This design comes from an exercise in tuning for small area and a short achievable clock period on the open sky130 flow, not from production work. At most, simulation tests tie the RTL to the original design; equivalence was not proved. Power figures rest on the tool's default switching activity, not on a simulated workload.

== lane 1 ==
## trace_top
module trace_top (
  input  logic       fe_clk,
  input  logic       reset,
  input  logic [7:0] reg_addr,
  input  logic [7:0] reg_wdata,
  input  logic       reg_write,
  input  logic       reg_read,
  output logic [7:0] reg_rdata,
  input  logic [7:0] trace_data,
  input  logic       trace_valid,
  output logic       capturing,
  output logic       trig_out
);
==> flow/config.mk <==
export PLATFORM = sky130hd
export DESIGN_NAME = trace_top
export DESIGN_NICKNAME = trace_top
export VERILOG_FILES = /design/flow/design.v
export SDC_FILE = /design/flow/constraint.sdc
export NUM_CORES = 4
export LEC_CHECK = 0
export CAP_MARGIN = 20
export CORE_MARGIN = 2
export CORE_UTILIZATION = 60
export CTS_BUF_LIST = sky130_fd_sc_hd__clkbuf_16
export CTS_CLUSTER_DIAMETER = 80
export CTS_CLUSTER_SIZE = 25
export SETUP_SLACK_MARGIN = 1.7
export SLEW_MARGIN = 20
==> flow/constraint.sdc <==
create_clock -name core_clock -period 4.0 [get_ports {fe_clk}]
set_input_delay 0.8000 -clock core_clock [delete_from_list [all_inputs] [get_ports {fe_clk}]]
set_output_delay 0.8000 -clock core_clock [all_outputs]
set_load 0.01 [all_outputs]
standard.sh (not shown) runs the stock make flow with config.mk's settings and CLKGATE_MAP_FILE= SYNTH_SCRIPT=/design/flow/synth_recipe.tcl, a recipe that flattens the netlist after the stock synthesis.
==> flow/flow/run.sh <==
#!/bin/bash
# Standard layout, with the port buffers made from buf_4 cells instead of
# the resizer's default pick.
set -euo pipefail
export BUFFER_PORTS_ARGS="-buffer_cell sky130_fd_sc_hd__buf_4"
bash standard.sh > standard.log 2>&1
Lane 1 finished every stage and its layout cleared the timing, design-rule and antenna checks.
Modified inputs, lane 2 compared to lane 1
--- a/flow/config.mk
+++ b/flow/config.mk
@@ -12,4 +12,4 @@
 export CTS_CLUSTER_DIAMETER = 80
 export CTS_CLUSTER_SIZE = 25
-export SETUP_SLACK_MARGIN = 1.7
+export SETUP_SLACK_MARGIN = 1.9
 export SLEW_MARGIN = 20
Notes after the runs:
- The flow did not stop early for lane 2: all stages ran, and the layout cleared the timing, design-rule and antenna checks.
- Taking lane 1 as the reference point, the fraction of layout instances using a drive strength above 1 of lane 2 rises by 2.9 points.
- Lane 2 vs. lane 1: register fraction of the total cell area saw a decrease, global-route met3 utilization saw an increase, number of CTS-inserted buffers saw an increase.
- First-pass GRT wire length: lane 2 > lane 1
- Lane 2 vs lane 1: total leakage power up in lane 2
- Measured against each other, lane 1 and lane 2 differ in wire length, the lower figure coming from lane 1.
- Compared to lane 1, lane 2 reaches a higher achievable clock.
- Lane 2 vs. lane 1: final net count +about 0.8%, synthesized netlist cell count ~0 delta.
No functional check of the RTL was part of any run of this note.

========
== the previous run ==
Another version of the RTL of trace_top (not shown whole).
Size in the first run: about 420 flip-flops.
==> flow/config.mk <==
export PLATFORM = sky130hd
export DESIGN_NAME = trace_top
export DESIGN_NICKNAME = trace_top
export VERILOG_FILES = /design/flow/design.v
export SDC_FILE = /design/flow/constraint.sdc
export NUM_CORES = 4
export LEC_CHECK = 0
export CAP_MARGIN = 20
export CORE_MARGIN = 2
export CORE_UTILIZATION = 65
export CTS_BUF_LIST = sky130_fd_sc_hd__clkbuf_16
export CTS_CLUSTER_DIAMETER = 80
export CTS_CLUSTER_SIZE = 25
export SETUP_SLACK_MARGIN = 2.1
export SLEW_MARGIN = 20
==> flow/constraint.sdc <==
create_clock -name core_clock -period 4.0 [get_ports {fe_clk}]
set_input_delay 0.8000 -clock core_clock [delete_from_list [all_inputs] [get_ports {fe_clk}]]
set_output_delay 0.8000 -clock core_clock [all_outputs]
set_load 0.01 [all_outputs]
Scripts as last shown in full above: flow/flow/run.sh
Looking at the reports, the previous run completed the entire flow and the layout it produced met the timing, design-rule and antenna checks.
Input changes introduced in the current run (baseline for comparison: the previous run):
# the previous run
export LEC_CHECK = 0
export CAP_MARGIN = 20
export CORE_MARGIN = 2
export CORE_UTILIZATION = 65
export CTS_BUF_LIST = sky130_fd_sc_hd__clkbuf_16
export CTS_CLUSTER_DIAMETER = 80
export CTS_CLUSTER_SIZE = 25
export SETUP_SLACK_MARGIN = 2.1
export SLEW_MARGIN = 20
create_clock -name core_clock -period 4.0 [get_ports {fe_clk}]
# the current run
export LEC_CHECK = 0
export CAP_MARGIN = 20
export CORE_MARGIN = 2
export CORE_UTILIZATION = 60
export CTS_BUF_LIST = sky130_fd_sc_hd__clkbuf_16
export CTS_CLUSTER_DIAMETER = 80
export CTS_CLUSTER_SIZE = 25
export SETUP_SLACK_MARGIN = 2.0
export SLEW_MARGIN = 20
create_clock -name core_clock -period 4.0 [get_ports {fe_clk}]
### Flow results
- The current run — total power 0.69% lower, the previous run as reference
- Against the previous run, the current run comes in 0.47 points higher on post-route fraction of the period consumed by the critical path.
- Looking at termination of the worst setup path, the reg_rdata[3] result is from the previous run; the reg_rdata[1] one comes from the current run.
- Routed wire in the current run totals less than in the previous run.
- For the top achievable clock speed, the current run came in about 0.9% lower than the previous run did.
- Changes observed in the current run relative to the previous run: part of the total power dissipated in combinational logic went down; fraction of the core area covered by cells at the end of the flow went down; register cell area after layout did not really move; die area went up; critical path depth went up.
- On data-path buffer share of cell area in the final layout, the higher figure sits with the previous run, not the current run.

========
The RTL this note starts from:
==> flow/design.v <==
`default_nettype none
package trace_pkg;
  localparam int num_rules       = 2;
  localparam int buf_bytes       = 4;
  localparam int buf_width       = buf_bytes * 8;
  localparam int fifo_depth      = 16;
  localparam int fifo_addr_width = 4;
  typedef struct packed {
    logic [15-num_rules-8:0] pad;    
    logic [num_rules-1:0]    rules;
    logic [7:0]              stamp;
  } event_t;
  localparam logic [7:0] reg_ctrl         = 8'h00;
  localparam logic [7:0] reg_rule_en      = 8'h01;
  localparam logic [7:0] reg_trig_en      = 8'h02;
  localparam logic [7:0] reg_trig_delay   = 8'h03;
  localparam logic [7:0] reg_trig_width   = 8'h04;
  localparam logic [7:0] reg_status       = 8'h05;
  localparam logic [7:0] reg_fifo_lo      = 8'h06;
  localparam logic [7:0] reg_fifo_hi      = 8'h07;
  localparam logic [7:0] reg_count0       = 8'h08;
  localparam logic [7:0] reg_count1       = 8'h09;
  localparam logic [7:0] reg_pattern_base = 8'h10;    
  localparam logic [7:0] reg_mask_base    = 8'h20;    
  localparam logic [1:0] trig_idle  = 2'd0;
  localparam logic [1:0] trig_wait  = 2'd1;
  localparam logic [1:0] trig_pulse = 2'd2;
endpackage
`default_nettype wire
`timescale 1ns/1ps
`default_nettype none
module trace_top (
  input  logic       fe_clk,
  input  logic       reset,
  input  logic [7:0] reg_addr,
  input  logic [7:0] reg_wdata,
  input  logic       reg_write,
  input  logic       reg_read,
  output logic [7:0] reg_rdata,
  input  logic [7:0] trace_data,
  input  logic       trace_valid,
  output logic       capturing,
  output logic       trig_out
);
  function automatic [7:0] inc8(input [7:0] q, input en);
    integer i;
    for (i = 0; i < 8; i = i + 1)
      inc8[i] = q[i] ^ (en & (&(q | ~((8'd1 << i) - 8'd1))));
  endfunction
  function automatic [7:0] dec8(input [7:0] q);
    integer i;
    for (i = 0; i < 8; i = i + 1)
      dec8[i] = q[i] ^ (&(~q | ~((8'd1 << i) - 8'd1)));
  endfunction
  function automatic [3:0] inc4(input [3:0] q, input en);
    integer i;
    for (i = 0; i < 4; i = i + 1)
      inc4[i] = q[i] ^ (en & (&(q | ~((4'd1 << i) - 4'd1))));
  endfunction
  logic page0;
  logic hi0, hi1, hi2, hi4;    
  assign page0 = (reg_addr[7:6] == 2'b00);
  assign hi0   = (reg_addr[7:3] == 5'b00000);
  assign hi1   = (reg_addr[7:3] == 5'b00001);
  assign hi2   = (reg_addr[7:3] == 5'b00010);
  assign hi4   = (reg_addr[7:3] == 5'b00100);
  logic [7:0] lo;              
  always_comb
    for (int i = 0; i < 8; i++)
      lo[i] = (reg_addr[2:0] == i[2:0]);
  logic [7:0] wd;
  assign wd = reg_wdata & {8{~reset}};
  logic wr0, wrp, wrm;
  assign wr0 = reg_write & hi0;
  assign wrp = reg_write & hi2;
  assign wrm = reg_write & hi4;
  logic [31:0] pat0, pat1, msk0, msk1;
  logic [1:0]  rule_en, trig_en;
  logic [7:0]  trig_delay, trig_width;
  logic        armed, arm_pulse;
  always_ff @(posedge fe_clk) begin
    for (int b = 0; b < 4; b++) begin
      if (reset | (wrp & lo[b]))     pat0[8*b +: 8] <= wd;
      if (reset | (wrp & lo[b+4]))   pat1[8*b +: 8] <= wd;
      if (reset | (wrm & lo[b]))     msk0[8*b +: 8] <= wd;
      if (reset | (wrm & lo[b+4]))   msk1[8*b +: 8] <= wd;
    end
    if (reset | (wr0 & lo[0])) armed      <= wd[0];
    if (reset | (wr0 & lo[1])) rule_en    <= wd[1:0];
    if (reset | (wr0 & lo[2])) trig_en    <= wd[1:0];
    if (reset | (wr0 & lo[3])) trig_delay <= wd;
    if (reset | (wr0 & lo[4])) trig_width <= wd;
    arm_pulse <= wr0 & lo[0] & wd[0];
  end
  assign capturing = armed;
  localparam logic [31:0] INV = 32'hff00ff00;
  logic [31:0] tbq, tbuf;      
  logic        byte_seen;
  logic [1:0]  match, hit;
  assign tbuf = tbq ^ INV;
  always_ff @(posedge fe_clk) begin
    if (reset | trace_valid)
      tbq <= ({tbuf[23:0], trace_data} & {32{~reset}}) ^ INV;
    byte_seen <= trace_valid & ~reset;
    match     <= hit & {2{byte_seen & ~reset}};
  end
  assign hit[0] = rule_en[0] & ~|((tbuf ^ pat0) & msk0);
  assign hit[1] = rule_en[1] & ~|((tbuf ^ pat1) & msk1);
  logic [7:0] cnt0, cnt1;
  always_ff @(posedge fe_clk) begin
    cnt0 <= inc8(cnt0, match[0] & ~&cnt0) & {8{~reset}};
    cnt1 <= inc8(cnt1, match[1] & ~&cnt1) & {8{~reset}};
  end
  logic [7:0] stamp;
  always_ff @(posedge fe_clk)
    stamp <= inc8(stamp, byte_seen) & {8{~(reset | arm_pulse)}};
  logic       ev_write;
  logic [1:0] ev_rules;
  logic [7:0] ev_stamp;
  always_ff @(posedge fe_clk) begin
    ev_write <= armed & (|match) & ~reset;
    ev_rules <= match;
    ev_stamp <= stamp;
  end
  logic [9:0] mem [16];
  logic [3:0] wp, rp;
  logic       empty, full, ovf;
  logic       pop, push;
  logic [9:0] head;
  assign head = mem[rp];
  assign push = ev_write & ~full;
  assign pop  = reg_read & hi0 & lo[7] & ~empty;
  always_ff @(posedge fe_clk) begin
    for (int i = 0; i < 16; i++)
      if (push & (wp == i[3:0]))
        mem[i] <= {ev_rules, ev_stamp};
  end
  logic wp1_eq_rp, rp1_eq_wp;
  assign wp1_eq_rp = (inc4(wp, 1'b1) == rp);
  assign rp1_eq_wp = (inc4(rp, 1'b1) == wp);
  always_ff @(posedge fe_clk) begin
    wp    <= inc4(wp, push) & {4{~reset}};
    rp    <= inc4(rp, pop) & {4{~reset}};
    full  <= ~reset & (full ? ~pop : (push & ~pop & wp1_eq_rp));
    empty <= reset | (empty ? ~push : (pop & ~push & rp1_eq_wp));
    ovf   <= ((ev_write & full) | (ovf & ~arm_pulse)) & ~reset;
  end
  logic       busy;
  logic [7:0] tcnt;
  logic       start, tcnt_zero, tcnt_le1;
  assign start     = ~busy & armed & |(match & trig_en);
  assign tcnt_zero = (tcnt == 8'h00);
  assign tcnt_le1  = (tcnt[7:1] == 7'h00);
  always_ff @(posedge fe_clk) begin
    if (reset) begin
      busy     <= 1'b0;
      trig_out <= 1'b0;
    end else if (!busy) begin
      busy <= start;
    end else if (!trig_out) begin
      if (tcnt_zero) trig_out <= 1'b1;
    end else if (tcnt_le1) begin
      busy     <= 1'b0;
      trig_out <= 1'b0;
    end
  end
  always_ff @(posedge fe_clk) begin
    if (!busy)
      tcnt <= trig_delay;
    else if (!trig_out && tcnt_zero)
      tcnt <= trig_width;
    else
      tcnt <= dec8(tcnt);
  end
  logic [7:0] rd_value, rd_sel;
  always_comb begin
    case (reg_addr[5:0])
      6'h00: rd_sel = {7'b0, armed};
      6'h01: rd_sel = {6'b0, rule_en};
      6'h02: rd_sel = {6'b0, trig_en};
      6'h03: rd_sel = trig_delay;
      6'h04: rd_sel = trig_width;
      6'h05: rd_sel = {4'b0, busy, ovf, full, empty};
      6'h06: rd_sel = empty ? 8'h00 : head[7:0];
      6'h07: rd_sel = empty ? 8'h00 : {6'b0, head[9:8]};
      6'h08: rd_sel = cnt0;
      6'h09: rd_sel = cnt1;
      6'h10: rd_sel = pat0[7:0];
      6'h11: rd_sel = pat0[15:8];
      6'h12: rd_sel = pat0[23:16];
      6'h13: rd_sel = pat0[31:24];
      6'h14: rd_sel = pat1[7:0];
      6'h15: rd_sel = pat1[15:8];
      6'h16: rd_sel = pat1[23:16];
      6'h17: rd_sel = pat1[31:24];
      6'h20: rd_sel = msk0[7:0];
      6'h21: rd_sel = msk0[15:8];
      6'h22: rd_sel = msk0[23:16];
      6'h23: rd_sel = msk0[31:24];
      6'h24: rd_sel = msk1[7:0];
      6'h25: rd_sel = msk1[15:8];
      6'h26: rd_sel = msk1[23:16];
      6'h27: rd_sel = msk1[31:24];
      default: rd_sel = 8'h00;
    endcase
    rd_value = rd_sel & {8{page0 & ~reset}};
  end
  always_ff @(posedge fe_clk) begin
    if (reset | reg_read)
      reg_rdata <= rd_value;
  end
endmodule
`default_nettype wire
export LEC_CHECK = 0
export CAP_MARGIN = 20
export CORE_MARGIN = 2
export CORE_UTILIZATION = 60
export CTS_BUF_LIST = sky130_fd_sc_hd__clkbuf_16
export CTS_CLUSTER_DIAMETER = 100
export CTS_CLUSTER_SIZE = 30
export SETUP_SLACK_MARGIN = 1.7
export SLEW_MARGIN = 20
create_clock -name core_clock -period 4.0 [get_ports {fe_clk}]
Scripts as last shown in full above: flow/flow/run.sh
Then changed:
Settings changed: CORE_UTILIZATION 60 to 75, CTS_CLUSTER_DIAMETER 100 to 80, CTS_CLUSTER_SIZE 30 to 25.
Result: Synthesized cell count stays the same; core utilization rises by 16 points; wire length grows by 8.0%; count of clock-buffer cells in the layout increases by 4; setup slack is worse by 130 ps; total power climbs by 3.5%; synthesized area stays the same; critical path depth stays the same; register-to-register slack gets worse by 130 ps; final cell count shrinks by 5.5%.
Then changed:
==> flow/flow/run.sh (replaced) <==
#!/bin/bash
# Standard layout, with the port buffers made from buf_2 cells instead of
# the resizer's default pick.
set -euo pipefail
export BUFFER_PORTS_ARGS="-buffer_cell sky130_fd_sc_hd__buf_2"
bash standard.sh > standard.log 2>&1
Settings changed: CORE_UTILIZATION 75 to 40, CTS_CLUSTER_DIAMETER 80 to 60, CTS_CLUSTER_SIZE 25 to 20, SETUP_SLACK_MARGIN 1.7 to 1.9.
Flip-flop and latch count does not change.
Power went up by about 18%.
Worst setup slack is better by 120 ps.
Then changed:
==> flow/flow/run.sh (replaced) <==
#!/bin/bash
# Standard layout, with the port buffers made from buf_4 cells instead of
# the resizer's default pick.
set -euo pipefail
export BUFFER_PORTS_ARGS="-buffer_cell sky130_fd_sc_hd__buf_4"
bash standard.sh > standard.log 2>&1
Settings changed: CORE_UTILIZATION 40 to 60, CTS_CLUSTER_DIAMETER 60 to 80, CTS_CLUSTER_SIZE 20 to 25, TNS_END_PERCENT set to 10.
Wire length falls by about 4.6%.
Synthesized area does not change.
Worst setup slack loses 200 ps.
Fmax falls by about 8%.
Then changed:
Settings changed: CORE_UTILIZATION 60 to 50, SETUP_SLACK_MARGIN 1.9 to 1.7, TNS_END_PERCENT 10 to unset.
Effect: The new run completed without violations; hold slack stays flat; critical path depth came out lower by 3; worst setup slack gains 160 ps; cell area came out higher by about 1%.
Then changed:
Settings changed: CORE_UTILIZATION 50 to 40, CTS_CLUSTER_DIAMETER 80 to 60, CTS_CLUSTER_SIZE 25 to 20, SETUP_SLACK_MARGIN 1.7 to 1.9.
=> Setup slack gets better by 67 ps; sequential share of layout area fell by 2.2 points; cell area rose by 3.8%; hold slack hardly moves; wire length fell by 1.4%; total power rose by 11%; synthesized area does not change; maximum frequency rose by 2.9%; critical path depth rose by 2; via count rose by 1.4%; cell count rose by 6.9%.

-- separate check: timing with driven ports --
The results above use ideal ports. As a check the final layouts listed here were re-extracted and re-timed, cells and wires unchanged. Step 1 (the two cells are an assumption about what drives the block):
set clk [get_ports {fe_clk}]
set_driving_cell -lib_cell sky130_fd_sc_hd__clkbuf_16 $clk
set_driving_cell -lib_cell sky130_fd_sc_hd__buf_2 [delete_from_list [all_inputs] $clk]
Step 2 moves the port delays by t, midway between the first and last clock arrival at a register: inputs arrive t later, outputs are due t later. That takes back most of the time a late clock gives input paths. a / b / c = ideal ports / drivers / drivers and shift; a / b = the first two.
run	t, ns	setup slack, ns	cell pins on the clock port's net
lane 1	0.586	1.662 / 1.662 / 1.110	1
lane 2	0.595	1.678 / 1.678 / 1.254	1
the previous run	0.588	1.876 / 1.876 / 1.401	1
the current run	0.591	1.857 / 1.857 / 1.374	1
the first run of note 3	0.587	1.680 / 1.680 / 1.151	1
the second run of note 3	0.587	1.548 / 1.548 / 1.110	1
the third run of note 3	0.617	1.666 / 1.666 / 1.082	1
the fourth run of note 3	0.591	1.466 / 1.466 / 1.057	1
the fifth run of note 3	0.606	1.629 / 1.635 / 1.051	1
the sixth run of note 3	0.587	1.697 / 1.697 / 1.203	1
After both steps every run listed still meets setup and hold. The setup slack of the third run of note 3, which loses most, moves by 0.000 ns with the drivers and by -0.584 ns with both steps.
